Source: an optimization exercise on an open RTL-to-GDS flow (aim: small area, a short achievable clock period and few clock cycles per item). Production flows keep margins and buffers that such runs may drop.
No functional check of the RTL was part of any run shown here.
Power and IR drop assume default switching activity.

`design/flow/config.mk`:
```
export PLATFORM = sky130hd
export DESIGN_NAME = source_text_tokenizer
export DESIGN_NICKNAME = source_text_tokenizer
export VERILOG_FILES = /design/flow/design.v
export SDC_FILE = /design/flow/constraint.sdc
export NUM_CORES = 4
export LEC_CHECK = 0
export CAP_MARGIN = 20
export CORE_MARGIN = 2
export CORE_UTILIZATION = 40
export CTS_BUF_LIST = sky130_fd_sc_hd__clkbuf_8
export SETUP_SLACK_MARGIN = 2.5
export SLEW_MARGIN = 20
```
`design/flow/constraint.sdc`:
```
create_clock -name core_clock -period 5.0 [get_ports {clk_i}]
set_input_delay 1.0000 -clock core_clock [delete_from_list [all_inputs] [get_ports {clk_i}]]
set_output_delay 1.0000 -clock core_clock [all_outputs]
set_load 0.01 [all_outputs]
```
`design/flow/design.v`:
```
package stt_pkg;
  localparam int unsigned LineBits   = 16;
  localparam int unsigned ColBits    = 16;
  localparam int unsigned OffsetBits = 32;
  localparam int unsigned LengthBits = 16;
  localparam int unsigned KindBits   = 5;
  typedef logic [LineBits-1:0]   line_t;
  typedef logic [ColBits-1:0]    col_t;
  typedef logic [OffsetBits-1:0] offset_t;
  typedef logic [LengthBits-1:0] length_t;
  localparam logic [7:0] ChNul   = 8'h00;
  localparam logic [7:0] ChTab   = 8'h09;
  localparam logic [7:0] ChLf    = 8'h0A;
  localparam logic [7:0] ChCr    = 8'h0D;
  localparam logic [7:0] ChSpace = 8'h20;
  localparam logic [7:0] ChBang  = 8'h21;
  localparam logic [7:0] ChDot   = 8'h2E;
  localparam logic [7:0] ChEq    = 8'h3D;
  localparam logic [7:0] ChUnder = 8'h5F;
  typedef enum logic [KindBits-1:0] {
    TK_ILLEGAL  = 5'd0,
    TK_EOF      = 5'd1,
    TK_IDENT    = 5'd2,
    TK_INT      = 5'd3,
    TK_DOUBLE   = 5'd4,
    TK_ASSIGN   = 5'd5,
    TK_EQ       = 5'd6,
    TK_BANG     = 5'd7,
    TK_NOT_EQ   = 5'd8,
    TK_PLUS     = 5'd9,
    TK_MINUS    = 5'd10,
    TK_ASTERISK = 5'd11,
    TK_SLASH    = 5'd12,
    TK_MODULO   = 5'd13,
    TK_SEMI     = 5'd14,
    TK_LPAREN   = 5'd15,
    TK_RPAREN   = 5'd16,
    TK_COMMA    = 5'd17,
    TK_LBRACE   = 5'd18,
    TK_RBRACE   = 5'd19,
    TK_LT       = 5'd20,
    TK_GT       = 5'd21
  } token_kind_e;
  typedef enum logic [2:0] {
    MODE_IDLE   = 3'd0,
    MODE_IDENT  = 3'd1,
    MODE_NUM    = 3'd2,
    MODE_NUMDOT = 3'd3,
    MODE_EQ     = 3'd4,
    MODE_BANG   = 3'd5
  } scan_mode_e;
  typedef struct packed {
    token_kind_e kind;
    line_t       line;
    col_t        col;
    offset_t     offset;
    length_t     len;
    logic        last;
  } tok_t;
  function automatic logic is_alpha(input logic [7:0] c);
    is_alpha = ((c >= 8'h61 && c <= 8'h7A) || (c >= 8'h41 && c <= 8'h5A) || (c == stt_pkg::ChUnder));
  endfunction
  function automatic logic is_digit(input logic [7:0] c);
    is_digit = (c >= 8'h30 && c <= 8'h39);
  endfunction
  function automatic logic is_space(input logic [7:0] c);
    is_space = ((c == stt_pkg::ChSpace) || (c == stt_pkg::ChTab) || (c == stt_pkg::ChLf) || (c == stt_pkg::ChCr));
  endfunction
  function automatic token_kind_e single_kind(input logic [7:0] c);
    token_kind_e k;
    unique case (c)
      8'h2B:   k = stt_pkg::TK_PLUS;
      8'h2D:   k = stt_pkg::TK_MINUS;
      8'h2A:   k = stt_pkg::TK_ASTERISK;
      8'h2F:   k = stt_pkg::TK_SLASH;
      8'h25:   k = stt_pkg::TK_MODULO;
      8'h3B:   k = stt_pkg::TK_SEMI;
      8'h28:   k = stt_pkg::TK_LPAREN;
      8'h29:   k = stt_pkg::TK_RPAREN;
      8'h2C:   k = stt_pkg::TK_COMMA;
      8'h7B:   k = stt_pkg::TK_LBRACE;
      8'h7D:   k = stt_pkg::TK_RBRACE;
      8'h3C:   k = stt_pkg::TK_LT;
      8'h3E:   k = stt_pkg::TK_GT;
      default: k = stt_pkg::TK_ILLEGAL;
    endcase
    single_kind = k;
  endfunction
  localparam int unsigned TokBits = KindBits + LineBits + ColBits + OffsetBits + LengthBits + 1;
  function automatic logic [TokBits-1:0] mk_tok(input token_kind_e kind, input line_t line,
                                                input col_t col, input offset_t offset,
                                                input length_t len);
    mk_tok = {kind, line, col, offset, len, 1'b0};
  endfunction
endpackage
module source_text_tokenizer (
  input  logic                             clk_i,
  input  logic                             rst_ni,
  input  logic                             txt_valid_i,
  output logic                             txt_ready_o,
  input  logic [7:0]                       txt_char_i,
  input  logic                             txt_end_i,
  output logic                             tok_valid_o,
  input  logic                             tok_ready_i,
  output logic [stt_pkg::KindBits-1:0]     tok_kind_o,
  output logic [stt_pkg::LineBits-1:0]     tok_line_o,
  output logic [stt_pkg::ColBits-1:0]      tok_col_o,
  output logic [stt_pkg::OffsetBits-1:0]   tok_offset_o,
  output logic [stt_pkg::LengthBits-1:0]   tok_length_o,
  output logic                             tok_last_o
);
  typedef struct packed {
    logic       e;
    logic       al;
    logic       dg;
    logic       dt;
    logic       eq;
    logic       bg;
    logic       lf;
    logic       sg;
    logic [4:0] sk;
  } cls_t;
  typedef struct packed {
    logic id;
    logic num;
    logic dot;    
    logic op;     
  } mode_t;
  typedef struct packed {
    logic       v;       
    logic       last;
    logic       fin;     
    logic       stp;     
    logic [4:0] kind;
  } pres_t;
  typedef struct packed {
    pres_t      p;
    logic       sa;      
    logic       sb;      
    logic       lrun;    
    logic [1:0] lsm;
  } pinfo_t;
  function automatic cls_t classify(input logic [7:0] c, input logic end_i);
    cls_t r;
    logic e;
    e    = end_i || (c == stt_pkg::ChNul);
    r.e  = e;
    r.al = !e && stt_pkg::is_alpha(c);
    r.dg = !e && stt_pkg::is_digit(c);
    r.dt = !e && (c == stt_pkg::ChDot);
    r.eq = !e && (c == stt_pkg::ChEq);
    r.bg = !e && (c == stt_pkg::ChBang);
    r.lf = !e && (c == stt_pkg::ChLf);
    r.sg = !e && !stt_pkg::is_alpha(c) && !stt_pkg::is_digit(c) && !stt_pkg::is_space(c) &&
           (c != stt_pkg::ChEq) && (c != stt_pkg::ChBang);
    r.sk = stt_pkg::single_kind(c);
    classify = r;
  endfunction
  function automatic pinfo_t present(input cls_t x, input logic vld, input mode_t m,
                                     input logic bang, input logic seen, input logic ph);
    pinfo_t r;
    logic hold_dot, a_ex, c_ex, c_idle, special, sp_x;
    hold_dot = m.num && x.dt && !seen;
    a_ex     = (m.id && !x.al) || (m.num && !x.dg && !hold_dot) || (m.dot && !x.dg) || m.op;
    c_ex     = x.e || (x.sg && !hold_dot);
    c_idle   = x.e || x.sg;
    special  = m.dot && !x.dg;
    sp_x     = !(x.e || x.al || x.dg || x.eq || x.bg || x.sg);
    r.sa     = a_ex && !ph;
    r.sb     = special && ph;
    r.p.v    = vld && (a_ex || c_ex);
    if (r.sa) begin
      r.p.last = !special && !c_ex;
      r.p.fin  = !special && !c_ex;
      r.p.stp  = 1'b0;
      r.lrun   = !m.op;
      r.lsm    = {x.eq, !x.eq};
      if (m.id)       r.p.kind = stt_pkg::TK_IDENT;
      else if (m.op)  r.p.kind = bang ? (x.eq ? stt_pkg::TK_NOT_EQ : stt_pkg::TK_BANG)
                                      : (x.eq ? stt_pkg::TK_EQ : stt_pkg::TK_ASSIGN);
      else            r.p.kind = (m.num && seen) ? stt_pkg::TK_DOUBLE : stt_pkg::TK_INT;
    end else if (r.sb) begin
      r.p.last = !c_idle;
      r.p.fin  = sp_x;
      r.p.stp  = !sp_x;
      r.lrun   = 1'b0;
      r.lsm    = 2'd1;
      r.p.kind = stt_pkg::TK_ILLEGAL;
    end else begin
      r.p.last = 1'b1;
      r.p.fin  = 1'b1;
      r.p.stp  = 1'b0;
      r.lrun   = 1'b0;
      r.lsm    = {1'b0, !x.e};
      r.p.kind = x.e ? stt_pkg::TK_EOF : x.sk;
    end
    present = r;
  endfunction
  typedef struct packed {
    mode_t m;
    logic  bang;
    logic  seen;
    logic  hold;     
    logic  start;    
    logic  radv;     
  } scan_t;
  function automatic scan_t scan(input cls_t x, input mode_t m, input logic bang,
                                 input logic seen);
    scan_t r;
    logic absorbed;
    r.hold   = m.num && x.dt && !seen;
    absorbed = (m.id && x.al) || (m.num && x.dg) || r.hold || (m.dot && x.dg) || (m.op && x.eq);
    r.start  = !x.e && !absorbed && (x.al || x.dg || x.eq || x.bg);
    r.radv   = (m.id || m.num || m.dot) && absorbed && !r.hold;
    r.m.id   = r.start ? x.al : (m.id && x.al);
    r.m.num  = r.start ? x.dg : (m.num && x.dg) || (m.dot && x.dg);
    r.m.dot  = r.hold;
    r.m.op   = r.start && (x.eq || x.bg);
    r.bang   = r.start ? x.bg : bang;
    r.seen   = r.start ? 1'b0 : (m.dot && x.dg) || seen;
    scan = r;
  endfunction
  logic       fv0_q, fv1_q, cur_vld_q;
  cls_t       fq0_q, fq1_q, in_byte, cur_q;
  mode_t            mode_q, nmode_q;
  logic             bang_q, seen_q, nbang_q, nseen_q, ph_q;
  logic             x_hold_q, x_start_q, x_radv_q;
  scan_t            nscan;
  stt_pkg::line_t   line_q;
  stt_pkg::col_t    col_q, ocol_q;
  stt_pkg::offset_t off_q, ooff_q;
  stt_pkg::length_t olen_q;
  pres_t            pr_q;
  logic             run_top;
  stt_pkg::length_t fin_run;
  pinfo_t           fin_p, stp_p, nxt_p;
  mode_t            stp_mode;
  logic             a1, t1, l1, off_top, col_top, oc1, cc1, lc1;
  stt_pkg::line_t   line_inc;
  stt_pkg::col_t    col_inc;
  stt_pkg::offset_t off_inc;
  logic take, do_fin, do_stp, do_nxt, pop, push;
  assign tok_valid_o  = pr_q.v;
  assign tok_kind_o   = pr_q.kind;
  assign tok_last_o   = pr_q.last;
  assign tok_line_o   = line_q;
  assign tok_col_o    = ocol_q;
  assign tok_offset_o = ooff_q;
  assign tok_length_o = olen_q;
  assign txt_ready_o = !fv1_q;
  assign push        = txt_valid_i && !fv1_q;
  assign in_byte     = classify(txt_char_i, txt_end_i);
  assign run_top  = &olen_q[15:1];
  assign nscan    = scan(fq0_q, nmode_q, nbang_q, nseen_q);
  always_comb begin
    if (x_start_q) begin
      fin_run = stt_pkg::length_t'(1);
    end else begin
      fin_run[0] = x_radv_q ? (run_top || (olen_q[0] ^ !mode_q.dot)) : olen_q[0];
      for (int i = 1; i < 16; i++) begin
        fin_run[i] = olen_q[i] ^ (x_radv_q && !run_top && (mode_q.dot || olen_q[0]) &&
                                  (&(olen_q | ~((16'd1 << i) - 16'd2))));
      end
    end
    stp_mode     = mode_q;
    stp_mode.dot = 1'b0;
  end
  assign fin_p = present(fq0_q, fv0_q, nmode_q, nbang_q, nseen_q, 1'b0);
  assign stp_p = present(cur_q, 1'b1, stp_mode, bang_q, seen_q, 1'b0);
  assign nxt_p = present(cur_q, 1'b1, mode_q, bang_q, seen_q, 1'b1);
  assign a1      = pr_q.stp || (cur_vld_q && !cur_q.e && !x_hold_q);
  assign t1      = !pr_q.stp && mode_q.dot;
  assign l1      = !pr_q.stp && cur_vld_q && cur_q.lf;
  assign off_top = &off_q[31:1];
  assign col_top = &col_q[15:1];
  assign oc1     = a1 && !off_top && (t1 || off_q[0]);
  assign cc1     = a1 && !col_top && (t1 || col_q[0]);
  assign lc1     = l1 && !(&line_q);
  always_comb begin
    off_inc[0] = a1 ? (off_top || (off_q[0] ^ !t1)) : off_q[0];
    for (int i = 1; i < 32; i++) begin
      off_inc[i] = off_q[i] ^ (oc1 && (&(off_q | ~((32'd1 << i) - 32'd2))));
    end
    for (int i = 0; i < 16; i++) begin
      line_inc[i] = line_q[i] ^ (lc1 && (&(line_q | ~((16'd1 << i) - 16'd1))));
    end
    col_inc[0] = l1 || (a1 ? (col_top || (col_q[0] ^ !t1)) : col_q[0]);
    for (int i = 1; i < 16; i++) begin
      col_inc[i] = !l1 && (col_q[i] ^ (cc1 && (&(col_q | ~((16'd1 << i) - 16'd2)))));
    end
  end
  assign take   = pr_q.v && tok_ready_i;
  assign do_fin = !cur_vld_q || !pr_q.v || (tok_ready_i && pr_q.fin);
  assign do_stp = take && pr_q.stp;
  assign do_nxt = take && !pr_q.fin && !pr_q.stp;
  assign pop    = do_fin && fv0_q;
  always_ff @(posedge clk_i or negedge rst_ni) begin
    if (!rst_ni) begin
      fv0_q     <= 1'b0;
      fv1_q     <= 1'b0;
      cur_vld_q <= 1'b0;
      mode_q    <= '0;
      nmode_q   <= '0;
      ph_q      <= 1'b0;
      line_q    <= stt_pkg::line_t'(1);
      col_q     <= stt_pkg::col_t'(1);
      off_q     <= '0;
      pr_q.v    <= 1'b0;
    end else begin
      if (fv1_q) begin
        if (pop) fv1_q <= 1'b0;
      end else begin
        fv0_q <= push || (fv0_q && !pop);
        fv1_q <= push && fv0_q && !pop;
      end
      if (do_fin) begin
        cur_vld_q <= fv0_q;
        mode_q    <= nmode_q;
        if (fv0_q) nmode_q <= nscan.m;
        ph_q      <= 1'b0;
        pr_q.v    <= fin_p.p.v;
      end else if (do_stp) begin
        mode_q    <= stp_mode;
        ph_q      <= 1'b0;
        pr_q.v    <= stp_p.p.v;
      end else if (do_nxt) begin
        ph_q      <= 1'b1;
        pr_q.v    <= nxt_p.p.v;
      end
      if (do_fin || do_stp) begin
        line_q <= line_inc;
        col_q  <= col_inc;
        off_q  <= off_inc;
      end
    end
  end
  always_ff @(posedge clk_i) begin
    if (fv1_q) begin
      if (pop) fq0_q <= fq1_q;
    end else begin
      if (!fv0_q || pop) fq0_q <= in_byte;
      else               fq1_q <= in_byte;
    end
    if (do_fin) begin
      cur_q     <= fq0_q;
      bang_q    <= nbang_q;
      seen_q    <= nseen_q;
      x_hold_q  <= fv0_q && nscan.hold;
      x_start_q <= fv0_q && nscan.start;
      x_radv_q  <= fv0_q && nscan.radv;
      if (fv0_q) begin
        nbang_q <= nscan.bang;
        nseen_q <= nscan.seen;
      end
      {pr_q.last, pr_q.fin, pr_q.stp, pr_q.kind} <=
        {fin_p.p.last, fin_p.p.fin, fin_p.p.stp, fin_p.p.kind};
      if (fin_p.p.v && !fin_p.sa) begin
        ocol_q <= col_inc;
        ooff_q <= off_inc;
      end else if (x_start_q) begin
        ocol_q <= col_q;
        ooff_q <= off_q;
      end
      olen_q <= (fin_p.p.v && !fin_p.lrun) ? {14'd0, fin_p.lsm} : fin_run;
    end else if (do_stp) begin
      {pr_q.last, pr_q.fin, pr_q.stp, pr_q.kind} <=
        {stp_p.p.last, stp_p.p.fin, stp_p.p.stp, stp_p.p.kind};
      if (stp_p.p.v) begin
        ocol_q <= col_inc;
        ooff_q <= off_inc;
        olen_q <= {14'd0, stp_p.lsm};
      end
    end else if (do_nxt) begin
      {pr_q.last, pr_q.fin, pr_q.stp, pr_q.kind} <=
        {nxt_p.p.last, nxt_p.p.fin, nxt_p.p.stp, nxt_p.p.kind};
      ocol_q <= {col_q[15:1], col_q[0] || (nxt_p.sb && col_top)};
      ooff_q <= {off_q[31:1], off_q[0] || (nxt_p.sb && off_top)};
      olen_q <= {14'd0, nxt_p.lsm};
    end
  end
endmodule
```
`design/flow/flow/run.sh`:
```
#!/bin/bash
# The standard layout (standard.sh, the standard flow's own ORFS run) with these ORFS
# settings changed; make's full output goes to make.log here, each ORFS step's
# log to orfs/logs.
set -euo pipefail
export BUFFER_PORTS_ARGS="-buffer_cell sky130_fd_sc_hd__buf_2"
export RECOVER_POWER=100
bash standard.sh > make.log 2>&1
```
`design/flow/standard.sh`:
```
#!/bin/bash
# synth_recipe.tcl (not shown) runs the flow's synth.tcl, then flattens the netlist and writes it again
# the make line also repeats each setting of config.mk as NAME=value (left out here)
make -C /OpenROAD-flow-scripts/flow DESIGN_CONFIG=/design/flow/config.mk WORK_HOME=/design/flow/orfs CLKGATE_MAP_FILE= SYNTH_SCRIPT=/design/flow/synth_recipe.tcl "${@:-finish}"
```
==> results of run 1 <==
==> cells in the final DEF (no fill, tap or decap), types with 5 or more instances in the layout <==
| master | instances |
|---|---|
| buf_4 | 15 |
| nand2_1 | 80 |
| xor2_1 | 18 |
| dfrtp_1 | 74 |
| inv_1 | 23 |
| a21oi_1 | 57 |
| nand3_1 | 44 |
| nand3b_1 | 7 |
| and2_1 | 11 |
| nor4_1 | 6 |
| a41oi_1 | 5 |
| nor2_1 | 50 |
| buf_2 | 10 |
| o31ai_1 | 15 |
| a31o_2 | 6 |
| and3_1 | 32 |
| nand2b_1 | 12 |
| clkinvlp_4 | 6 |
| and4_1 | 13 |
| a31oi_1 | 14 |
| o21ai_0 | 42 |
| edfxtp_1 | 117 |
| nor2b_1 | 8 |
| mux2_2 | 12 |
| clkbuf_1 | 96 |
| nand4_1 | 37 |
| nor3_1 | 18 |
| ha_1 | 9 |
| a21o_1 | 7 |
| clkbuf_8 | 17 |
| xnor2_1 | 66 |
==> cells by family (layout without fill, tap and decap cells) <==
logic type	Yosys count	count (layout)	synth area share
adders and majority gates	9	9	0.0113
AOI/OAI and AO/OA	189	190	0.127
DFF	194	194	0.544
and+or+nand+nor	352	352	0.193
buffers and inverters	83	181	0.0372
xor gates and xnor gates	84	84	0.0736
muxes	13	13	0.0145
==> power breakdown <==
group | total, mW | internal [mW] | switching, mW | leakage (nW)
Combinational | 2.26 | 0.709 | 1.55 | 1.79
Sequential | 2.93 | 2.51 | 0.421 | 2.22
Clock | 1.02 | 0.449 | 0.570 | 0.190
==> through the flow <==
step                instance area [um2]  std cells  total power [mW]
global route                      11100       1347              6.64
floorplan                         10100        924              4.45
global placement                  10800       1298              5.25
detailed placement                10800       1298              5.28
CTS                               11300       1339              6.40
finish                            11100       1347              6.20
==> timing repair <==
item	in CTS	in global routing
pin swaps	2	2
buffers inserted	8	8
gates resized for setup	11	5
cloned	1	0
setup endpoints to repair	132	89
==> flip-flops by register name (all words and copies together), names as in the netlist, 4 cells and up <==
name and flops:
line_q 16, mode_q 4, ooff_q 32, fq1_q 13, olen_q 16, off_q 32
col_q 16, ocol_q 16, cur_q 13, pr_q 9, nmode_q 4, fq0_q 13
==> cell usage after synthesis (all sizes together), types with 13 or more instances <==
master	number	area, um2
edfxtp	117	3510
nand2	83	312
dfrtp	74	1850
xnor2	66	578
a21oi	57	289
nor2	51	191
nand3	44	220
o21ai	42	210
nand4	38	244
and3	33	206
clkbuf	32	120
buf	26	158
inv	24	90.1
nor3	20	116
xor2	18	158
o31ai	15	113
a31oi	14	87.6
and2	14	87.6
and4	13	114
==> routing by layer <==
metal / vias to the layer above / GRT usage / routed length (um)
met4: 0 / 0.0599 / 356
met3: 22 / 0.0378 / 955
li1: 3593 / - / -
met2: 169 / 0.265 / 10500
met5: - / 0 / 0
met1: 3581 / 0.251 / 10700
==> area by class of cell <==
type                            count  area [um2]  share of cell area
Clock inverter                     15         158              0.0142
Timing Repair Buffer              124         574              0.0517
Inverter                           25         101             0.00913
Clock buffer                       17         234              0.0211
Tap cell                          324         405              0.0365
Multi-Input combinational cell    648        4190               0.377
Sequential cell                   194        5440               0.490
==> worst min-delay path by stage <==
stage               end  slack [ns]
2_1_floorplan  cur_q[6]        0.40
3_3_place_gp   cur_q[6]        0.41
3_5_place_dp   cur_q[6]        0.41
4_1_cts        cur_q[6]        0.44
5_1_grt        cur_q[6]        0.46
6_report       cur_q[6]        0.44
==> impl_metrics.toml, run 1 <==
[run_status]
status = "complete, but fails checks"
violations = "capacitance limit, slew limit"

[critical_path]
cp.arrival_ns = 3.51
cp_cell_sequence = "clkbuf_1, nor4bb_1, nor2_2, a31oi_1, clkbuf_1, o31a_1"
start_kind = "primary input"
r2r-start = "cur_vld_q"
cp_num_buf_inv = 2
crit_required_ns = 5.08
r2r_end = "fq1_q[8]"
worstSetupPathDepth = 6
r2r_cells = 6
cp_slowest_stage_delay_ns = 0.98
crit_slowest_cell = "o31a_1"
crit_path_end_kind = "flop"
crit_type = "primary input to flop"
r2r_slack_ns = 1.70
crit_end = "ocol_q[11]"
cp-startpoint = "tok_ready_i"
cpMostUsedCell = "clkbuf_1"
critPathTopFamily = "compound AO/OA/AOI/OAI gates"
critPathMaxFanout = 24

[yosys]
ys_seq_area_frac = 0.544
synthesis.nets = 946
netlist_area_mm2 = 0.00999
syn_area_per_cell_um2 = 10.8
yosys_warnings = 1
synthDistinctLibCells = 84
ys_ff_latch = 194
synth_flop_cell = "edfxtp_1"
synth_cells = 924
synth_edf_count = 117
async_flop_share = 0.392

[finish]
final_util = 0.455
nets = 1032
final_layout_size_suffix_gt1_frac = 0.0938
diodes = 0
fillCellCount = 2366
area_growth_pct = 11.1

[min_path]
hp-start = "fq0_q[6]"
holdCritPathClass = "flop to flop"
holdPathStages = 0

[clock_tree]
clk_path_buf_depth = 2
cts_buffers = 17
cts_tree = "built"
hold_buffers = 0
root_buffer = "clkbuf_8"
clk-insertion-delay-late_ns = 0.47
clk_pin_slew_ns = 0.09
cts_sinks = 194
cts_max_level = 4

[route]
ant_nets = 0
dr.pass1.iters = 5
drc_errors = 0
viasPerCell = 5.47
drtIter0Drc = 553
vias = 7365
wire_per_inst_um = 16.7
wl_mm = 22.5

[die]
row_count = 57
core_mm2 = 0.0244
die_area_mm2 = 0.0263
die_h_um = 162
io_pins = 101
start_util = 0.410
fp.dieW_um = 162

[place]
gp_congestion = 0.850
port_buffers = 100
place_hpwl_mm = 14.9
dp_slack_ns = 1.71

[timing]
fin_skew_ns = 0.0190
tns_ns = 0
rsz0062_at_grt = "yes"
fmaxAchievable_mhz = 292
worstMarginPinSlew_ns = 1.91
fin_crit_sh = 0.686
min_period_ns = 3.43
slew_headroom = -0.285
hold_viol = 0
setup_violations = 0
layout_setup_ws_ns = 1.57
fin_hold_ws_ns = 0.437
maxSlewViolCount = 17

[job]
maxCapViolations = 1

[power]
powerDensity_mw_per_mm2 = 559
irDropWorstVdd_mv = 0.223
p_leak_nw = 4.20

[global_route]
grt_pass1_wl_mm = 37.1
grt_usage = 0.176
grt_max_degree = 77
grt-ovfl-total = 0
antenna_found_initial = 0
grt_pass1_vias = 7048
==> run 2: changes to the inputs <==
==> design/flow/flow/run.sh (replaced) <==
#!/bin/bash
# The standard layout (standard.sh, the standard flow's own ORFS run) with these ORFS
# settings changed; make's full output goes to make.log here, each ORFS step's
# log to orfs/logs.
set -euo pipefail
export BUFFER_PORTS_ARGS="-buffer_cell sky130_fd_sc_hd__buf_1"
bash standard.sh > make.log 2>&1
==> run 2 against run 1 <==
The run now finishes clean; core utilization rose by 0.90 points; combinational power up 7%; worst hold slack better by 0.0055 ns; total power increased by 4.5%; critical path type is now flop to flop; critical path depth down 1; largest cell class unchanged; largest power group unchanged.
==> impl_metrics.toml, run 2 <==
[run_status]
status = "finished clean"

[yosys]
synth_edf_count = 117
synthTopCellsByCount = "edfxtp_1, nand2_1, dfrtp_1"
ys_ff_latch = 194
post-synth-top-count-cell = "edfxtp_1"
yosys-top-cells-area = "edfxtp_1, dfrtp_1, xnor2_1, nand2_1, a21oi_1"
synth_cells = 924
synthesis.nets = 946
yosys_warnings = 1
synth_flop_cell = "edfxtp_1"
synthDistinctLibCells = 84
netlist_area_mm2 = 0.00999
synth_area_leader_cell = "edfxtp_1"
ys_seq_area_frac = 0.544
async_flop_share = 0.392
syn_area_per_cell_um2 = 10.8
synth_top_area_frac = 0.352

[die]
row_count = 57
die_h_um = 162
start_util = 0.410
die_area_mm2 = 0.0263
core_mm2 = 0.0244
fp.dieW_um = 162
io_pins = 101

[finish]
diodes = 0
final_cells = 1348
layout_common_cells = "edfxtp_1, buf_1, nand2_1"
final_util = 0.464
top_regs = "off_q: 32 flops, ooff_q: 32 flops"
area_growth_pct = 13.3
fillCellCount = 2325
nets = 1033
final_layout_size_suffix_gt1_frac = 0.110
mostFrequentLayoutCell = "edfxtp_1"
design_area_mm2 = 0.0113

[timing]
worstMarginPinSlew_ns = 0.935
min_period_ns = 2.39
fin_hold_ws_ns = 0.443
layout_setup_ws_ns = 2.61
tns_ns = 0
fmaxAchievable_mhz = 419
setup_violations = 0
hold_viol = 0
slew_headroom = 0.372
maxSlewViolCount = 0
fin_skew_ns = 0.0135
fin_crit_sh = 0.478
rsz0062_at_grt = "yes"

[clock_tree]
cts_buffers = 17
root_buffer = "clkbuf_8"
clk_pin_slew_ns = 0.10
cts_tree = "built"
cts_max_level = 4
cts_sinks = 194
clk_path_buf_depth = 2
clk-insertion-delay-late_ns = 0.47

[route]
wl_mm = 23.0
drtIter0Drc = 576
drc_errors = 0
viasPerCell = 5.53
wire_per_inst_um = 17.1
ant_nets = 0
dr.pass1.iters = 5
vias = 7454

[global_route]
grt_pass1_wl_mm = 37.3
grt_pass1_vias = 7030
grt_usage = 0.177
grt_max_degree = 48
antenna_found_initial = 0
grt-ovfl-total = 0

[critical_path]
crit_required_ns = 5.13
crit_path_end_kind = "flop"
critPathMaxFanout = 24
cp_slowest_stage_delay_ns = 0.47
start_kind = "flop"
cp_cell_sequence = "nor2b_1, a2111oi_2, buf_4, and3_1, o31a_4"
crit_type = "flop to flop"
cp.arrival_ns = 2.52
crit_slowest_cell = "dfrtp_1"

[power]
total_power_mw = 6.48
p_leak_nw = 4.29
p_switching_mw = 2.61
powerDensity_mw_per_mm2 = 573
clkPwrFrac = 0.175
p_int_mw = 3.88
power.share.sequential = 0.452
combPwrFrac = 0.373
p_sw_frac = 0.402
irDropWorstVdd_mv = 0.245

[place]
place_hpwl_mm = 15.0
port_buffers = 100
dp_cells = 1299
gp_congestion = 0.828
dp_slack_ns = 1.53
placed_cell_area_mm2 = 0.0106

[min_path]
holdCritPathClass = "flop to flop"

[job]
maxCapViolations = 0
[run 2: cells by family after synthesis]
group	share of synthesized area
AO/OA/AOI/OAI	0.127
XOR/XNOR	0.0736
adder cells (fa/ha/maj)	0.0113
buffers and inverters	0.0372
flip-flops	0.544
multiplexers	0.0145
AND/OR/NAND/NOR	0.193
[run 2: path summary, 6_finish.rpt]
kind,to,from,cells after the start,slack (ns)
worst max-delay path,ooff_q[20],nmode_q[2],5,2.61
worst min-delay path,cur_q[6],fq0_q[6],0,0.44
worst max register to register,ooff_q[20],nmode_q[2],5,2.61
worst min register to register,cur_q[6],fq0_q[6],0,0.44
max in group asynchronous,line_q[0],rst_ni,2,3.50
min in group asynchronous,col_q[13],rst_ni,1,0.55
[run 2: final cells by class]
cell class	instances	area (um2)	share of cell area
Inverter	25	101	0.00895
Multi-Input combinational cell	648	4340	0.384
Sequential cell	194	5440	0.481
Timing Repair Buffer	124	589	0.0521
Tap cell	324	405	0.0358
Clock buffer	20	275	0.0243
Timing Repair inverter	1	5.00	0.000442
Clock inverter	12	163	0.0144
[run 2: worst max-delay path, delay by kind of cell (launching register included)]
| family | cells | cell delay, ns |
|---|---|---|
| buffers and inverters | 1 | 0.24 |
| flip-flops | 1 | 0.47 |
| AO/OA/AOI/OAI | 2 | 0.77 |
| AND/OR/NAND/NOR | 2 | 0.54 |
[run 2: what timing repair did]
action                                  4_1_cts  5_1_grt
gates cloned                                  1        1
endpoints found under the setup margin      135       66
pin swaps                                     3        3
buffers inserted                              9        6
gates resized for setup                      14        7
hold buffers                                  0        0
[run 2: metal layers]
metal,part of all wire,GRT usage
met5,0,0
met4,0.018,0.0539
met3,0.046,0.0278
met2,0.45,0.273
met1,0.48,0.257
[run 2: power groups by stage]
stage / logic [mW] / clock network, mW / registers [mW]
finish: 2.42 / 1.13 / 2.93
floorplan: 1.52 / 0 / 2.93
CTS: 2.38 / 1.16 / 2.93
global placement: 2.25 / 0 / 2.95
global route: 2.67 / 1.22 / 3.00
detailed placement: 2.27 / 0 / 2.95
==> run 3: changes to the inputs <==
--- a/design/flow/config.mk
+++ b/design/flow/config.mk
@@ -9,5 +9,5 @@
 export CORE_MARGIN = 2
 export CORE_UTILIZATION = 40
 export CTS_BUF_LIST = sky130_fd_sc_hd__clkbuf_8
-export SETUP_SLACK_MARGIN = 2.5
+export SETUP_SLACK_MARGIN = 2.75
 export SLEW_MARGIN = 20
==> run 3 against run 2 <==
Total power up 6.0%; first-iteration DRC count fell by 11%; still clean on timing, DRC and antenna; non-clock buffer count increased by 25; global-route usage is 0.91 points higher; clock skew rose by 0.0022 ns; largest cell class unchanged; cell area grew 4.1%; clock power about the same; via count is 1.7% higher; area after synthesis stayed put; core utilization rose by 1.9 points; highest routed layer unchanged; maximum frequency increased by 6.9%; sequential share of layout area is 1.9 points lower.
==> impl_metrics.toml, run 3 <==
[global_route]
grt_pass1_wl_mm = 38.7
grt_max_degree = 52
grt-ovfl-total = 0
antenna_found_initial = 0
grt_pass1_vias = 7148
grt_usage = 0.186

[timing]
fmaxAchievable_mhz = 447
slew_headroom = 0.469
layout_setup_ws_ns = 2.76
fin_skew_ns = 0.0157
tns_ns = 0
fin_crit_sh = 0.447
worstMarginPinSlew_ns = 0.797
maxSlewViolCount = 0
fin_hold_ws_ns = 0.442
rsz0062_at_grt = "yes"
setup_violations = 0
hold_viol = 0
min_period_ns = 2.24

[clock_tree]
cts_max_level = 4
clk-insertion-delay-late_ns = 0.47
clk_pin_slew_ns = 0.10
hold_buffers = 0
cts_buffers = 17
cts_sinks = 194
root_buffer = "clkbuf_8"
clk_path_buf_depth = 2
cts_tree = "built"

[critical_path]
crit_slowest_cell = "or4_1"
r2r_cells = 7
r2r_end = "ocol_q[5]"
critPathTopFamily = "simple AND/OR/NAND/NOR gates"
critPathMaxFanout = 8
r2r_slack_ns = 2.78
cp.arrival_ns = 2.55
cp_num_buf_inv = 3
cpMostUsedCell = "buf_4"
crit_type = "primary input to flop"
r2r-start = "nmode_q[2]"
crit_path_end_kind = "flop"
crit_required_ns = 5.32
cp_slowest_stage_delay_ns = 0.49
cp_cell_sequence = "buf_4, nand3_4, nor3b_4, buf_4, a41oi_1, buf_4, or4_1, nand3_1"
start_kind = "primary input"

[power]
p_leak_nw = 4.46
irDropWorstVdd_mv = 0.280
powerDensity_mw_per_mm2 = 583

[min_path]
whs_endpoint = "cur_q[6]"
holdPathStages = 0
holdCritPathClass = "flop to flop"
hp-start = "fq0_q[6]"

[route]
ant_nets = 0
drc_errors = 0
dr.pass1.iters = 5
met1_length_mm = 11.6
wl_mm = 24.3
drtIter0Drc = 511
vias = 7582
wire_per_inst_um = 17.7
viasPerCell = 5.51
top_layer_used = "met4"
routed-wl-met2_mm = 11.2
dr_wl_met3_mm = 1.19

[die]
row_count = 57
die_h_um = 162
io_pins = 101
core_mm2 = 0.0244
die_area_mm2 = 0.0263
fp.dieW_um = 162
start_util = 0.410

[yosys]
syn_area_per_cell_um2 = 10.8
ys_seq_area_frac = 0.544
post-synth-top-count-cell = "edfxtp_1"
async_flop_share = 0.392
netlist_area_mm2 = 0.00999
synth_cells = 924
synth_area_leader_cell = "edfxtp_1"
yosys_warnings = 1
yosys-top-cells-area = "edfxtp_1, dfrtp_1, xnor2_1, nand2_1, a21oi_1"
ys_ff_latch = 194
synthesis.nets = 946
synth_flop_cell = "edfxtp_1"
synthTopCellsByCount = "edfxtp_1, nand2_1, dfrtp_1"
synth_edf_count = 117
synth_top_area_frac = 0.352
synthDistinctLibCells = 84

[place]
gp_congestion = 0.807
port_buffers = 100
place_hpwl_mm = 15.0
dp_slack_ns = 1.48
dp_cells = 1298

[finish]
area_growth_pct = 17.9
diodes = 0
mostFrequentLayoutCell = "edfxtp_1"
layout_common_cells = "edfxtp_1, buf_1, nand2_1"
fillCellCount = 2255
multi_input_area_mm2 = 0.00457
final_cells = 1377
top_regs = "off_q: 32 flops, ooff_q: 32 flops"
final_layout_size_suffix_gt1_frac = 0.171
sequential_cell_area_mm2 = 0.00545
nets = 1062

[run_status]
status = "finished clean"

[job]
maxCapViolations = 0
==> run 3: cell counts after synthesis <==
No cell type changed its count.
==> run 3: cells by family after synthesis <==
family          Yosys count  share of synthesized area
simple gates            352                      0.193
flops                   194                      0.544
compound gates          189                      0.127
xor+xnor                 84                     0.0736
buf+inv                  83                     0.0372
mux                      13                     0.0145
fa+ha+maj                 9                     0.0113
==> run 3: worst max-delay path by stage <==
| stage | start | endpoint | slack, ns | depth (start not counted) |
|---|---|---|---|---|
| after detailed placement | tok_ready_i | ooff_q[19] | 1.48 | 5 |
| final | tok_ready_i | ocol_q[5] | 2.76 | 8 |
| after global placement | tok_ready_i | ooff_q[20] | 1.55 | 5 |
| after global routing | fq0_q[10] | ocol_q[5] | 2.66 | 7 |
| after floorplan | tok_ready_i | ocol_q[0] | 2.24 | 7 |
| after CTS | nseen_q | ocol_q[8] | 2.67 | 7 |
==> run 3: layer usage <==
layer | track usage | vias up
li1 | - | 3666
met1 | 0.267 | 3677
met3 | 0.0391 | 25
met2 | 0.283 | 214
met5 | 0 | -
met4 | 0.0567 | 0
==> run 3: timing repair <==
item	CTS	global route
setup buffers	27	13
gates cloned	4	3
resized for setup	33	31
setup endpoints to repair	217	144
pin swaps	9	7
==> run 3: through the flow <==
stage                     instance area, um2  total power, mW  utilization
after floorplan                        10200             4.50            -
after global placement                 10700             5.19        0.438
after detailed placement               10700             5.22        0.439
after CTS                              11500             6.68        0.473
after global routing                   11800             7.31        0.483
final                                  11800             6.87        0.483
==> run 3: power breakdown <==
part	total [mW]	switching, mW	internal (mW)
clock	1.10	0.590	0.511
sequential	2.93	0.428	2.50
combinational	2.84	1.79	1.05
total	6.87	2.81	4.06
==> run 3: final cells by class <==
type	count	share of cell area
Clock inverter	15	0.0169
Tap cell	324	0.0344
Inverter	25	0.00860
Clock buffer	17	0.0199
Multi-Input combinational cell	653	0.388
Timing Repair Buffer	149	0.0704
Sequential cell	194	0.462
==> run 3: worst reg2reg max path, stage by stage (launching register included) <==
cell,delay [ns]
dfrtp_2,0.43
nor2b_2,0.18
a2111oi_4,0.38
buf_4,0.19
a41oi_1,0.11
buf_4,0.17
or4_1,0.49
nand3_1,0.11
==> run 4: changes to the inputs <==
--- a/design/flow/config.mk
+++ b/design/flow/config.mk
@@ -9,5 +9,5 @@
 export CORE_MARGIN = 2
 export CORE_UTILIZATION = 40
 export CTS_BUF_LIST = sky130_fd_sc_hd__clkbuf_8
-export SETUP_SLACK_MARGIN = 2.75
+export SETUP_SLACK_MARGIN = 2.25
 export SLEW_MARGIN = 20
==> run 4 against run 3 <==
Still clean; maximum frequency down 20%; area after synthesis stayed put; sequential cell count stayed put; cell area down 4.6%; combinational power is 15% lower; core utilization decreased by 2.2 points; sequential power is essentially flat; worst hold slack is essentially flat; global-route usage is 1.1 points lower; highest routed layer unchanged.
==> impl_metrics.toml, run 4 <==
[run_status]
status = "finished clean"

[clock_tree]
cts_buffers = 17
cts_sinks = 194
root_buffer = "clkbuf_8"
cts_max_level = 4
clk_pin_slew_ns = 0.10
cts_tree = "built"
clk-insertion-delay-late_ns = 0.46
clk_path_buf_depth = 2

[power]
power.share.sequential = 0.457
p_switching_mw = 2.57
irDropWorstVdd_mv = 0.227
p_leak_nw = 4.24
p_sw_frac = 0.404
combPwrFrac = 0.377
powerDensity_mw_per_mm2 = 566
total_power_mw = 6.37
clkPwrFrac = 0.166
p_int_mw = 3.80

[finish]
mostFrequentLayoutCell = "edfxtp_1"
final_cells = 1348
area_growth_pct = 12.6
diodes = 0
final_layout_size_suffix_gt1_frac = 0.104
layout_common_cells = "edfxtp_1, buf_1, nand2_1"
top_regs = "off_q: 32 flops, ooff_q: 32 flops"
nets = 1033
fillCellCount = 2342

[global_route]
grt_pass1_vias = 6933
grt-ovfl-total = 0
antenna_found_initial = 0
grt_usage = 0.174
grt_pass1_wl_mm = 36.9
grt_max_degree = 45

[die]
start_util = 0.410
fp.dieW_um = 162
row_count = 57
die_h_um = 162
core_mm2 = 0.0244
io_pins = 101
die_area_mm2 = 0.0263

[place]
port_buffers = 100
place_hpwl_mm = 15.3
gp_congestion = 0.843
dp_cells = 1300

[timing]
rsz0062_at_grt = "yes"
fmaxAchievable_mhz = 360
setup_violations = 0
slew_headroom = 0.328
tns_ns = 0
fin_skew_ns = 0.0145
min_period_ns = 2.78
fin_crit_sh = 0.555
maxSlewViolCount = 0
hold_viol = 0
worstMarginPinSlew_ns = 0.983
fin_hold_ws_ns = 0.442

[route]
ant_nets = 0
wl_mm = 22.6
vias = 7371
wire_per_inst_um = 16.8
viasPerCell = 5.47
dr.pass1.iters = 5
drtIter0Drc = 473
drc_errors = 0

[yosys]
synth_cells = 924
post-synth-top-count-cell = "edfxtp_1"
synth_edf_count = 117
synth_flop_cell = "edfxtp_1"
netlist_area_mm2 = 0.00999
synthTopCellsByCount = "edfxtp_1, nand2_1, dfrtp_1"
synth_area_leader_cell = "edfxtp_1"
ys_seq_area_frac = 0.544
synth_top_area_frac = 0.352
synthDistinctLibCells = 84
synthesis.nets = 946
syn_area_per_cell_um2 = 10.8
async_flop_share = 0.392
yosys_warnings = 1
ys_ff_latch = 194
yosys-top-cells-area = "edfxtp_1, dfrtp_1, xnor2_1, nand2_1, a21oi_1"

[critical_path]
critPathMaxFanout = 39
cp_slowest_stage_delay_ns = 0.63
r2r-start = "pr_q[6]"
crit_required_ns = 5.10
start_kind = "primary input"
crit_path_end_kind = "flop"
crit_type = "primary input to flop"
crit_slowest_cell = "a21oi_2"
cp.arrival_ns = 2.88
cp-startpoint = "tok_ready_i"
cp_cell_sequence = "clkbuf_2, a21oi_2, inv_2, buf_4, nor3_4"
r2r_slack_ns = 2.28

[min_path]
hp-start = "fq0_q[6]"
holdCritPathClass = "flop to flop"

[job]
maxCapViolations = 0
run 4: cell types whose count changed in the layout (fill, tap and decap cells not counted), sizes merged:
cell      previous run  this run
clkinvlp             4         5
clkbuf              21        20
buf                145       123
o31a                 6         2
clkinv               5         6
a21oi               58        57
inv                 28        25
run 4: cell families (layout without fill, tap and decap cells):
kind of cell | count (synthesis) | in the layout | share of synthesized area
multiplexers | 13 | 13 | 0.0145
buffers and inverters | 83 | 182 | 0.0372
AO/OA/AOI/OAI | 189 | 190 | 0.127
XOR/XNOR | 84 | 84 | 0.0736
AND/OR/NAND/NOR | 352 | 352 | 0.193
flip-flops | 194 | 194 | 0.544
adder cells (fa/ha/maj) | 9 | 9 | 0.0113
run 4: critical path: cells and delay by family:
| kind | cells | cell delay, ns |
|---|---|---|
| buffers and inverters | 3 | 0.65 |
| AO/OA/AOI/OAI | 1 | 0.63 |
| AND/OR/NAND/NOR | 1 | 0.58 |
run 4: final timing paths:
path                              end  cells after the start
max                          fq1_q[8]                      5
min                          cur_q[6]                      0
max reg2reg                  fq1_q[8]                      4
min reg2reg                  cur_q[6]                      0
max in group asynchronous  nmode_q[0]                      2
min in group asynchronous   off_q[13]                      1
run 4: power by group through the flow:
stage,logic (mW),clock network (mW),registers (mW)
after floorplan,1.52,0,2.93
after global placement,2.23,0,2.94
after detailed placement,2.27,0,2.94
after CTS,2.37,1.09,2.91
after global routing,2.67,1.16,2.99
final,2.40,1.06,2.91
run 4: what timing repair did:
item / 4_1_cts / 5_1_grt
hold buffers: 0 / 0
setup buffers: 3 / 12
endpoints found under the setup margin: 109 / 40
pin swaps: 2 / 2
gates resized for setup: 8 / 4
cloned: 1 / 0
run 4: per-stage QoR:
stage	worst slack (ns)	util	instance area (um2)
CTS	2.23	0.457	11100
finish	2.22	0.461	11200
global placement	1.51	0.436	10600
detailed placement	1.43	0.436	10600
global route	2.14	0.461	11200
floorplan	2.24	-	10100
run 4: area by class of cell:
type	instances	area, um2	area share
timing repair buffer	125	572	0.0508
sequential	194	5440	0.483
tap	324	405	0.0360
inverter	25	101	0.00901
clock buffer	18	248	0.0220
clock inverter	14	163	0.0145
multi-input combinational	648	4320	0.384
run 4: layer usage:
metal	part of all wire	vias up	wire length, um	track usage
met3	0.047	22	1070	0.0340
li1	-	3601	-	-
met2	0.46	186	10400	0.269
met4	0.013	0	286	0.0438
met1	0.48	3562	10900	0.254
met5	0	-	0	0
==> run 5: changes to the inputs <==
--- a/design/flow/config.mk
+++ b/design/flow/config.mk
@@ -9,5 +9,5 @@
 export CORE_MARGIN = 2
 export CORE_UTILIZATION = 40
 export CTS_BUF_LIST = sky130_fd_sc_hd__clkbuf_8
-export SETUP_SLACK_MARGIN = 2.25
+export SETUP_SLACK_MARGIN = 3
 export SLEW_MARGIN = 20
==> run 5 against run 4 <==
Still clean; highest routed layer unchanged; critical endpoint is now off_q[11]; sequential power barely moved; routed wire length rose by 20%; cell count rose by 9.0%; core utilization rose by 8.9 points; worst hold slack got worse by 0.013 ns; maximum frequency rose by 26%.
==> impl_metrics.toml, run 5 <==
[power]
clkPwrFrac = 0.128
p_sw_frac = 0.403
p_leak_nw = 5.43
power.share.sequential = 0.367
powerDensity_mw_per_mm2 = 586
p_int_mw = 4.69
irDropWorstVdd_mv = 0.280
combPwrFrac = 0.504
p_switching_mw = 3.17

[timing]
tns_ns = 0
layout_setup_ws_ns = 2.80
fin_skew_ns = 0.0210
rsz0062_at_grt = "yes"
fmaxAchievable_mhz = 454
hold_viol = 0
fin_crit_sh = 0.440
setup_violations = 0
slew_headroom = 0.529
maxSlewViolCount = 0
worstMarginPinSlew_ns = 0.707
min_period_ns = 2.20

[die]
core_mm2 = 0.0244
die_area_mm2 = 0.0263
die_h_um = 162
start_util = 0.410
io_pins = 101
row_count = 57
fp.dieW_um = 162

[finish]
layout_common_cells = "edfxtp_1, buf_4, nand2_1"
mostFrequentLayoutCell = "edfxtp_1"
nets = 1154
diodes = 0
top_regs = "off_q: 32 flops, ooff_q: 32 flops"
final_layout_size_suffix_gt1_frac = 0.387
area_growth_pct = 34.2

[clock_tree]
clk-insertion-delay-late_ns = 0.49
cts_sinks = 194
hold_buffers = 0
cts_tree = "built"
cts_buffers = 17
cts_max_level = 4
root_buffer = "clkbuf_8"
clk_path_buf_depth = 2
clk_pin_slew_ns = 0.10

[critical_path]
critPathMaxFanout = 15
start_kind = "flop"
crit_type = "flop to flop"
cp_num_buf_inv = 1
cp.arrival_ns = 2.58
critPathTopFamily = "compound AO/OA/AOI/OAI gates"
crit_required_ns = 5.38
crit_slowest_cell = "or3b_4"
cp_slowest_stage_delay_ns = 0.49
cp_cell_sequence = "or3b_4, a221oi_4, a21boi_4, buf_12, nand4_1, xnor2_1"
crit_path_end_kind = "flop"

[global_route]
grt_max_degree = 45
grt_usage = 0.202
grt_pass1_wl_mm = 41.8
grt-ovfl-total = 0
antenna_found_initial = 0
globalRouteMet1Util = 0.284
use_met3 = 0.0406
grt_pass1_vias = 7696
met2_usage = 0.317
busiest_layer = "met2"

[yosys]
async_flop_share = 0.392
synth_cells = 924
ys_ff_latch = 194
syn_area_per_cell_um2 = 10.8
yosys_warnings = 1
post-synth-top-count-cell = "edfxtp_1"
synthesis.nets = 946
yosys-top-cells-area = "edfxtp_1, dfrtp_1, xnor2_1, nand2_1, a21oi_1"
synth_area_leader_cell = "edfxtp_1"
synth_flop_cell = "edfxtp_1"
netlist_area_mm2 = 0.00999
synth_edf_count = 117
synth_top_area_frac = 0.352
synthTopCellsByCount = "edfxtp_1, nand2_1, dfrtp_1"
synthDistinctLibCells = 84
ys_seq_area_frac = 0.544

[place]
port_buffers = 100
gp_congestion = 0.822
dp_slack_ns = 1.48
place_hpwl_mm = 15.2

[route]
wire_per_inst_um = 18.5
ant_nets = 0
drc_errors = 0
wl_mm = 27.1
dr.pass1.iters = 5
vias = 8169
drtIter0Drc = 650
viasPerCell = 5.56

[run_status]
status = "finished clean"

[job]
maxCapViolations = 0

[min_path]
holdCritPathClass = "flop to flop"
-- run 5: cell count changes in the layout (fill, tap and decap cells not counted), sizes merged --
cell,previous run,this run
clkbuf,20,91
bufinv,3,2
clkinvlp,5,7
buf,123,169
inv,25,26
o31a,2,4
-- run 5: through the flow --
stage | hold WS [ns] | cell area (um2) | power [mW] | utilization | instances
3_5_place_dp | 0.412 | 10800 | 5.27 | 0.445 | 1296
5_1_grt | 0.452 | 13400 | 8.28 | 0.550 | 1469
4_1_cts | 0.431 | 12700 | 7.36 | 0.521 | 1436
3_3_place_gp | 0.408 | 10800 | 5.25 | 0.445 | 1296
2_1_floorplan | 0.400 | 10500 | 4.59 | - | 924
6_report | 0.429 | 13400 | 7.86 | 0.550 | 1469
-- run 5: final cells by class --
type	instances	area [um2]
flip-flops and latches	194	5460
clock buffers	18	248
clock inverters	14	131
inverters	25	131
repair buffers	242	1980
multi-input cells	650	5030
well taps	324	405
fillers	2124	11000
repair inverters	2	17.5
-- run 5: logic make-up (layout without fill, tap and decap cells) --
group	count (synthesis)	in the layout	share of synthesized area
adder cells (fa/ha/maj)	9	9	0.0113
flip-flops	194	194	0.544
buffers and inverters	83	301	0.0372
multiplexers	13	13	0.0145
AO/OA/AOI/OAI	189	192	0.127
XOR/XNOR	84	84	0.0736
AND/OR/NAND/NOR	352	352	0.193
-- run 5: layer usage --
metal | up-vias | part of all wire
met1 | 3992 | 0.46
li1 | 3867 | -
met4 | 0 | 0.021
met3 | 49 | 0.050
met2 | 261 | 0.47
met5 | - | 0
-- run 5: what timing repair did --
action | CTS | global route
gates resized for setup | 142 | 142
hold endpoints to repair | 0 | 0
endpoints found under the setup margin | 335 | 252
cloned | 11 | 3
buffers inserted | 97 | 30
pin swaps | 43 | 38
-- run 5: worst paths after layout --
check,start,end,slack (ns),cells after the start
min in group asynchronous,rst_ni,off_q[27],0.55,1
min reg2reg,fq0_q[6],cur_q[6],0.43,0
min,fq0_q[6],cur_q[6],0.43,0
max reg2reg,cur_q[12],off_q[11],2.80,6
max in group asynchronous,rst_ni,nmode_q[3],3.46,2
max,cur_q[12],off_q[11],2.80,6
-- run 5: power groups by stage --
stage,Clock [mW],Sequential [mW],Combinational [mW]
6_report,1.01,2.89,3.96
5_1_grt,1.09,2.95,4.23
4_1_cts,1.03,2.88,3.46
3_5_place_dp,0,2.97,2.30
3_3_place_gp,0,2.97,2.28
2_1_floorplan,0,2.94,1.66
==> run 6: changes to the inputs <==
--- a/design/flow/design.v
+++ b/design/flow/design.v
@@ -231,8 +231,8 @@
   stt_pkg::offset_t off_q, ooff_q;
   stt_pkg::length_t olen_q;
   pres_t            pr_q;
-  logic             run_top;
-  stt_pkg::length_t fin_run;
+  logic             run_top, fin_idle;
+  stt_pkg::length_t fin_run, fin_len;
   pinfo_t           fin_p, stp_p, nxt_p;
   mode_t            stp_mode;
   logic             a1, t1, l1, off_top, col_top, oc1, cc1, lc1;
@@ -252,6 +252,7 @@
   assign in_byte     = classify(txt_char_i, txt_end_i);
   assign run_top  = &olen_q[15:1];
   assign nscan    = scan(fq0_q, nmode_q, nbang_q, nseen_q);
+  assign fin_idle = !(nmode_q.id || nmode_q.num || nmode_q.dot || nmode_q.op);
   always_comb begin
     if (x_start_q) begin
       fin_run = stt_pkg::length_t'(1);
@@ -262,6 +263,13 @@
                                   (&(olen_q | ~((16'd1 << i) - 16'd2))));
       end
     end
+    if (fin_idle) begin
+      fin_len = {15'd0, !fq0_q.e};
+    end else if (nmode_q.op) begin
+      fin_len = {14'd0, fq0_q.eq, !fq0_q.eq};
+    end else begin
+      fin_len = fin_run;
+    end
     stp_mode     = mode_q;
     stp_mode.dot = 1'b0;
   end
@@ -354,22 +362,20 @@
       end
       {pr_q.last, pr_q.fin, pr_q.stp, pr_q.kind} <=
         {fin_p.p.last, fin_p.p.fin, fin_p.p.stp, fin_p.p.kind};
-      if (fin_p.p.v && !fin_p.sa) begin
+      if (fin_idle) begin
         ocol_q <= col_inc;
         ooff_q <= off_inc;
       end else if (x_start_q) begin
         ocol_q <= col_q;
         ooff_q <= off_q;
       end
-      olen_q <= (fin_p.p.v && !fin_p.lrun) ? {14'd0, fin_p.lsm} : fin_run;
+      olen_q <= fin_len;
     end else if (do_stp) begin
       {pr_q.last, pr_q.fin, pr_q.stp, pr_q.kind} <=
         {stp_p.p.last, stp_p.p.fin, stp_p.p.stp, stp_p.p.kind};
-      if (stp_p.p.v) begin
-        ocol_q <= col_inc;
-        ooff_q <= off_inc;
-        olen_q <= {14'd0, stp_p.lsm};
-      end
+      ocol_q <= col_inc;
+      ooff_q <= off_inc;
+      olen_q <= {14'd0, stp_p.lsm};
     end else if (do_nxt) begin
       {pr_q.last, pr_q.fin, pr_q.stp, pr_q.kind} <=
         {nxt_p.p.last, nxt_p.p.fin, nxt_p.p.stp, nxt_p.p.kind};
--- a/design/flow/config.mk
+++ b/design/flow/config.mk
@@ -9,5 +9,5 @@
 export CORE_MARGIN = 2
 export CORE_UTILIZATION = 40
 export CTS_BUF_LIST = sky130_fd_sc_hd__clkbuf_8
-export SETUP_SLACK_MARGIN = 3
+export SETUP_SLACK_MARGIN = 2.75
 export SLEW_MARGIN = 20
==> run 6 against run 5 <==
Still clean on timing, DRC and antenna; routed wire length fell by 14%; first-iteration DRC count fell by 27%; clock skew fell by 0.0041 ns; sequential cell count did not move; sequential share of layout area rose by 6.4 points.
==> impl_metrics.toml, run 6 <==
[run_status]
status = "finished clean"

[yosys]
synth_cells = 928
post-synth-top-count-cell = "edfxtp_1"
yosys-top-cells-area = "edfxtp_1, dfrtp_1, nand2_1, xnor2_1, xor2_1"
synthTopCellsByCount = "edfxtp_1, nand2_1, dfrtp_1"
netlist_area_mm2 = 0.00986
yosys_warnings = 1
synth_flop_cell = "edfxtp_1"
ys_ff_latch = 194
synth_top_area_frac = 0.356
synthesis.nets = 950
ys_seq_area_frac = 0.552
async_flop_share = 0.392
synth_area_leader_cell = "edfxtp_1"
synthDistinctLibCells = 78
synth_edf_count = 117
syn_area_per_cell_um2 = 10.6

[finish]
final_layout_size_suffix_gt1_frac = 0.167
mostFrequentLayoutCell = "edfxtp_1"
final_cells = 1382
top_regs = "off_q: 32 flops, ooff_q: 32 flops"
area_growth_pct = 17.4
nets = 1067
layout_common_cells = "edfxtp_1, nand2_1, buf_1"
diodes = 0
fillCellCount = 2295

[timing]
fmaxAchievable_mhz = 441
slew_headroom = 0.575
worstMarginPinSlew_ns = 0.638
min_period_ns = 2.27
tns_ns = 0
maxSlewViolCount = 0
hold_viol = 0
setup_violations = 0
fin_crit_sh = 0.453
rsz0062_at_grt = "yes"
fin_skew_ns = 0.0170
fin_hold_ws_ns = 0.465

[global_route]
grt-ovfl-total = 0
grt_pass1_vias = 7118
grt_max_degree = 42
grt_usage = 0.181
antenna_found_initial = 0
grt_pass1_wl_mm = 37.8

[clock_tree]
clk_path_buf_depth = 2
root_buffer = "clkbuf_8"
cts_sinks = 194
hold_buffers = 0
cts_buffers = 17
cts_tree = "built"
cts_max_level = 4
clk-insertion-delay-late_ns = 0.47
clk_pin_slew_ns = 0.10

[route]
wl_mm = 23.4
drtIter0Drc = 473
viasPerCell = 5.50
drc_errors = 0
wire_per_inst_um = 16.9
vias = 7599
ant_nets = 0
dr.pass1.iters = 5

[die]
io_pins = 101
core_mm2 = 0.0242
die_h_um = 161
fp.dieW_um = 161
die_area_mm2 = 0.0259
row_count = 57
start_util = 0.407

[critical_path]
r2r_cells = 6
critPathMaxFanout = 6
crit_required_ns = 5.22
cp.arrival_ns = 2.49
crit_path_end_kind = "flop"
crit_type = "flop to flop"
start_kind = "flop"

[place]
place_hpwl_mm = 15.0
port_buffers = 100
dp_cells = 1306
gp_congestion = 0.818

[power]
p_leak_nw = 4.34
irDropWorstVdd_mv = 0.280
powerDensity_mw_per_mm2 = 540

[min_path]
holdPathStages = 0
holdCritPathClass = "flop to flop"

[job]
maxCapViolations = 0
run 6: cell count changes after synthesis, sizes merged, moves of 10 or more:
cell / change
and3: -22
nand2: +14
xor2: +20
o21ai: -10
xnor2: -26
nor2: +10
nand4: -12
nor3: +17
nor4: +12
buf: -15
run 6: cell type report:
cell class | count | area (um2) | area share
clock buffers | 18 | 248 | 0.0214
clock inverters | 14 | 92.6 | 0.00800
inverters | 25 | 105 | 0.00908
multi-input cells | 664 | 4510 | 0.389
flip-flops and latches | 194 | 5460 | 0.472
well taps | 324 | 405 | 0.0350
repair buffers | 143 | 757 | 0.0654
run 6: worst paths after layout:
check	startpoint	endpoint	slack, ns
worst max-delay path	cur_q[12]	ooff_q[27]	2.73
worst min-delay path	fq0_q[6]	cur_q[6]	0.46
worst max register to register	cur_q[12]	ooff_q[27]	2.73
worst min register to register	fq0_q[6]	cur_q[6]	0.46
max in group asynchronous	rst_ni	off_q[10]	3.47
min in group asynchronous	rst_ni	col_q[11]	0.55
run 6: timing repair:
action / in CTS / in global routing
gates cloned: 3 / 0
gates resized for setup: 48 / 30
pin swaps: 12 / 9
setup endpoints to repair: 198 / 83
buffers inserted: 30 / 11
run 6: power by group:
group / total, mW / switching (mW) / internal [mW] / leakage (nW)
Clock: 0.927 / 0.572 / 0.355 / 0.179
Combinational: 2.50 / 1.64 / 0.851 / 1.98
Sequential: 2.83 / 0.379 / 2.45 / 2.19
Total: 6.25 / 2.60 / 3.66 / 4.34
run 6: critical path, stage by stage (launching register included):
cell      delay [ns]
edfxtp_1        0.40
or3b_4          0.42
a21o_4          0.22
or4_4           0.48
buf_4           0.17
nor4_4          0.23
xor2_1          0.09
run 6: through the flow:
stage          power [mW]  instance area [um2]   util  setup WS [ns]
6_report             6.25                11600  0.477           2.73
3_5_place_dp         5.03                10600  0.437           1.58
5_1_grt              6.67                11600  0.477           2.66
4_1_cts              6.21                11400  0.470           2.63
2_1_floorplan        4.34                10100      -           2.66
3_3_place_gp         5.00                10600  0.437           1.68
run 6: logic make-up after synthesis:
| logic type | share of synthesized area |
|---|---|
| AND/OR/NAND/NOR | 0.206 |
| flip-flops | 0.552 |
| AO/OA/AOI/OAI | 0.119 |
| XOR/XNOR | 0.0693 |
| buffers and inverters | 0.0310 |
| multiplexers | 0.0113 |
| adder cells (fa/ha/maj) | 0.0114 |
run 6: per-layer routing:
metal | GRT usage | part of all wire | up-vias
met5 | 0 | 0 | -
met4 | 0.0459 | 0.011 | 0
met3 | 0.0298 | 0.044 | 21
met2 | 0.291 | 0.48 | 202
met1 | 0.258 | 0.47 | 3677
li1 | - | - | 3699
==> run 7: changes to the inputs <==
--- a/design/flow/flow/run.sh
+++ b/design/flow/flow/run.sh
@@ -4,4 +4,5 @@
 # log to orfs/logs.
 set -euo pipefail
 export BUFFER_PORTS_ARGS="-buffer_cell sky130_fd_sc_hd__buf_1"
+export SKIP_GATE_CLONING=1
 bash standard.sh > make.log 2>&1
==> run 7 against run 6 <==
Synthesized cell count unchanged; clock power fell by 0.5%; worst setup slack worse by 0.047 ns; core utilization decreased by 0.40 points; clock-buffer cell count is the same; area after synthesis is the same; register-to-register slack lost 0.05 ns; worst hold slack worse by 0.0036 ns; via count decreased by 0.25%; die area unchanged; cell area down 0.83%; non-clock buffer count is 3 lower; critical endpoint is now ooff_q[30]; largest power group unchanged; highest routed layer unchanged.
==> impl_metrics.toml, run 7 <==
[run_status]
status = "finished clean"

[finish]
top_regs = "off_q: 32 flops, ooff_q: 32 flops"
layout_common_cells = "edfxtp_1, nand2_1, buf_1"
area_growth_pct = 16.4
design_area_mm2 = 0.0115
diodes = 0
mostFrequentLayoutCell = "edfxtp_1"
final_layout_size_suffix_gt1_frac = 0.155
nets = 1061

[place]
place_hpwl_mm = 15.0
port_buffers = 100
gp_congestion = 0.818
placed_cell_area_mm2 = 0.0106
dp_slack_ns = 1.58

[yosys]
synth_cells = 928
synth_area_leader_cell = "edfxtp_1"
syn_area_per_cell_um2 = 10.6
async_flop_share = 0.392
netlist_area_mm2 = 0.00986
synth_top_area_frac = 0.356
yosys_warnings = 1
post-synth-top-count-cell = "edfxtp_1"
ys_seq_area_frac = 0.552
ys_ff_latch = 194
synthesis.nets = 950
synthDistinctLibCells = 78
synth_flop_cell = "edfxtp_1"
yosys-top-cells-area = "edfxtp_1, dfrtp_1, nand2_1, xnor2_1, xor2_1"
synthTopCellsByCount = "edfxtp_1, nand2_1, dfrtp_1"
synth_edf_count = 117

[die]
row_count = 57
io_pins = 101
start_util = 0.407
die_h_um = 161
core_mm2 = 0.0242
die_area_mm2 = 0.0259
fp.dieW_um = 161

[clock_tree]
clk_path_buf_depth = 2
cts_buffers = 17
cts_tree = "built"
clk_pin_slew_ns = 0.10
clk-insertion-delay-late_ns = 0.47
cts_max_level = 4
root_buffer = "clkbuf_8"
cts_sinks = 194

[route]
vias = 7580
drtIter0Drc = 514
ant_nets = 0
drc_errors = 0
dr.pass1.iters = 7
wl_mm = 23.2
viasPerCell = 5.51
wire_per_inst_um = 16.8

[timing]
setup_violations = 0
fin_crit_sh = 0.463
fin_skew_ns = 0.0163
min_period_ns = 2.31
worstMarginPinSlew_ns = 0.643
slew_headroom = 0.570
rsz0062_at_grt = "yes"
hold_viol = 0
maxSlewViolCount = 0
layout_setup_ws_ns = 2.69
tns_ns = 0
fmaxAchievable_mhz = 432

[min_path]
holdCritPathClass = "flop to flop"
hp-start = "fq0_q[0]"
whs_endpoint = "cur_q[0]"
holdPathStages = 0

[critical_path]
r2r_end = "ooff_q[30]"
cp.arrival_ns = 2.54
crit_type = "flop to flop"
critPathMaxFanout = 6
crit_path_end_kind = "flop"
r2r_slack_ns = 2.69
crit_required_ns = 5.23
r2r_cells = 5
r2r-start = "off_q[13]"
start_kind = "flop"

[global_route]
grt_pass1_vias = 7058
grt_pass1_wl_mm = 37.3
grt_max_degree = 42
grt-ovfl-total = 0
antenna_found_initial = 0
grt_usage = 0.179

[power]
p_leak_nw = 4.33
irDropWorstVdd_mv = 0.265
powerDensity_mw_per_mm2 = 544

[job]
maxCapViolations = 0
[run 7: report_power, final]
part / total [mW] / switching, mW / internal (mW)
registers: 2.83 / 0.378 / 2.45
clock network: 0.922 / 0.567 / 0.355
logic: 2.50 / 1.63 / 0.863
total: 6.25 / 2.58 / 3.67
[run 7: per-stage QoR]
stage / cells / total power [mW] / utilization / hold WS (ns)
2_1_floorplan: 928 / 4.34 / - / 0.400
3_3_place_gp: 1306 / 5.00 / 0.437 / 0.416
3_5_place_dp: 1306 / 5.03 / 0.437 / 0.434
4_1_cts: 1366 / 6.22 / 0.465 / 0.459
5_1_grt: 1376 / 6.67 / 0.473 / 0.477
6_report: 1376 / 6.25 / 0.473 / 0.461
[run 7: worst max-delay path, stage by stage (launching register included)]
cell     delay [ns]
dfrtp_1        0.44
and4_1         0.29
nand3_1        0.22
or4_4          0.65
nor3_2         0.13
mux2_2         0.35
[run 7: layout make-up]
cell class	instances	area [um2]
Tap cell	324	405
Sequential cell	194	5460
Multi-Input combinational cell	661	4420
Fill cell	2302	12800
Timing Repair Buffer	140	751
Inverter	25	105
Clock inverter	14	92.6
Clock buffer	18	248
[run 7: what timing repair did]
item                                    CTS  global route
hold buffers                              0             0
endpoints found under the setup margin  198           101
resized for setup                        33            30
pin swaps                                 6             5
buffers inserted                         28            10
[run 7: logic make-up after synthesis]
family | share of synthesized area
multiplexers | 0.0113
AND/OR/NAND/NOR | 0.206
flip-flops | 0.552
adder cells (fa/ha/maj) | 0.0114
buffers and inverters | 0.0310
XOR/XNOR | 0.0693
AO/OA/AOI/OAI | 0.119
[run 7: how the worst max path moves through the flow]
stage                     start         end  slack [ns]  cells past startpoint
floorplan             cur_q[12]  ooff_q[30]        2.66                      6
global placement    tok_ready_i  ooff_q[30]        1.68                      6
detailed placement  tok_ready_i  ooff_q[30]        1.58                      6
CTS                   cur_vld_q  ooff_q[30]        2.70                      5
global route           off_q[5]  ooff_q[30]        2.64                      5
finish                off_q[13]  ooff_q[30]        2.69                      5
[run 7: per-layer routing]
layer  track usage  vias up  routed length, um
met4        0.0442        0                238
met5             0        -                  0
met1         0.257     3684              10800
li1              -     3675                  -
met3        0.0308       20               1070
met2         0.283      201              11000

-- static timing again, ports no longer ideal --
How much do the figures lean on ideal ports? The routed layouts below were timed once more, with nothing changed but the port constraints. Step 1: set_driving_cell puts a clkbuf_16 on clk_i and a buf_2 on each other input, an assumption about the parent block. Step 2 adds t to the input delays and takes it off the output delays; t is the mean of the earliest and latest rising clock arrival at the registers after step 1. Input paths then give back, and output paths get back, about the clock's delay inside the block. Slacks: no drivers / after step 1 / after step 2; pairs: no drivers / after step 1.
run	shift t [ns]	slack for setup (ns)	hold WS [ns]	worst register clock-pin slew, ns	cell pins on the clock port's net
run 1	0.501	1.572 / 1.550 / 1.049	0.437 / 0.437 / 0.437	0.10 / 0.10	1
run 2	0.504	2.611 / 2.611 / 2.133	0.443 / 0.443 / 0.443	0.10 / 0.10	1
run 3	0.501	2.765 / 2.756 / 2.255	0.442 / 0.442 / 0.442	0.11 / 0.11	1
run 4	0.499	2.223 / 2.212 / 1.712	0.442 / 0.442 / 0.442	0.10 / 0.10	1
run 5	0.529	2.799 / 2.778 / 2.302	0.429 / 0.429 / 0.429	0.11 / 0.11	1
run 6	0.499	2.734 / 2.734 / 2.306	0.465 / 0.465 / 0.465	0.10 / 0.10	1
run 7	0.495	2.687 / 2.687 / 2.280	0.461 / 0.461 / 0.461	0.10 / 0.10	1
For run 1, which loses most, drivers alone change the setup slack by -0.022 ns; drivers and shift together by -0.523 ns.
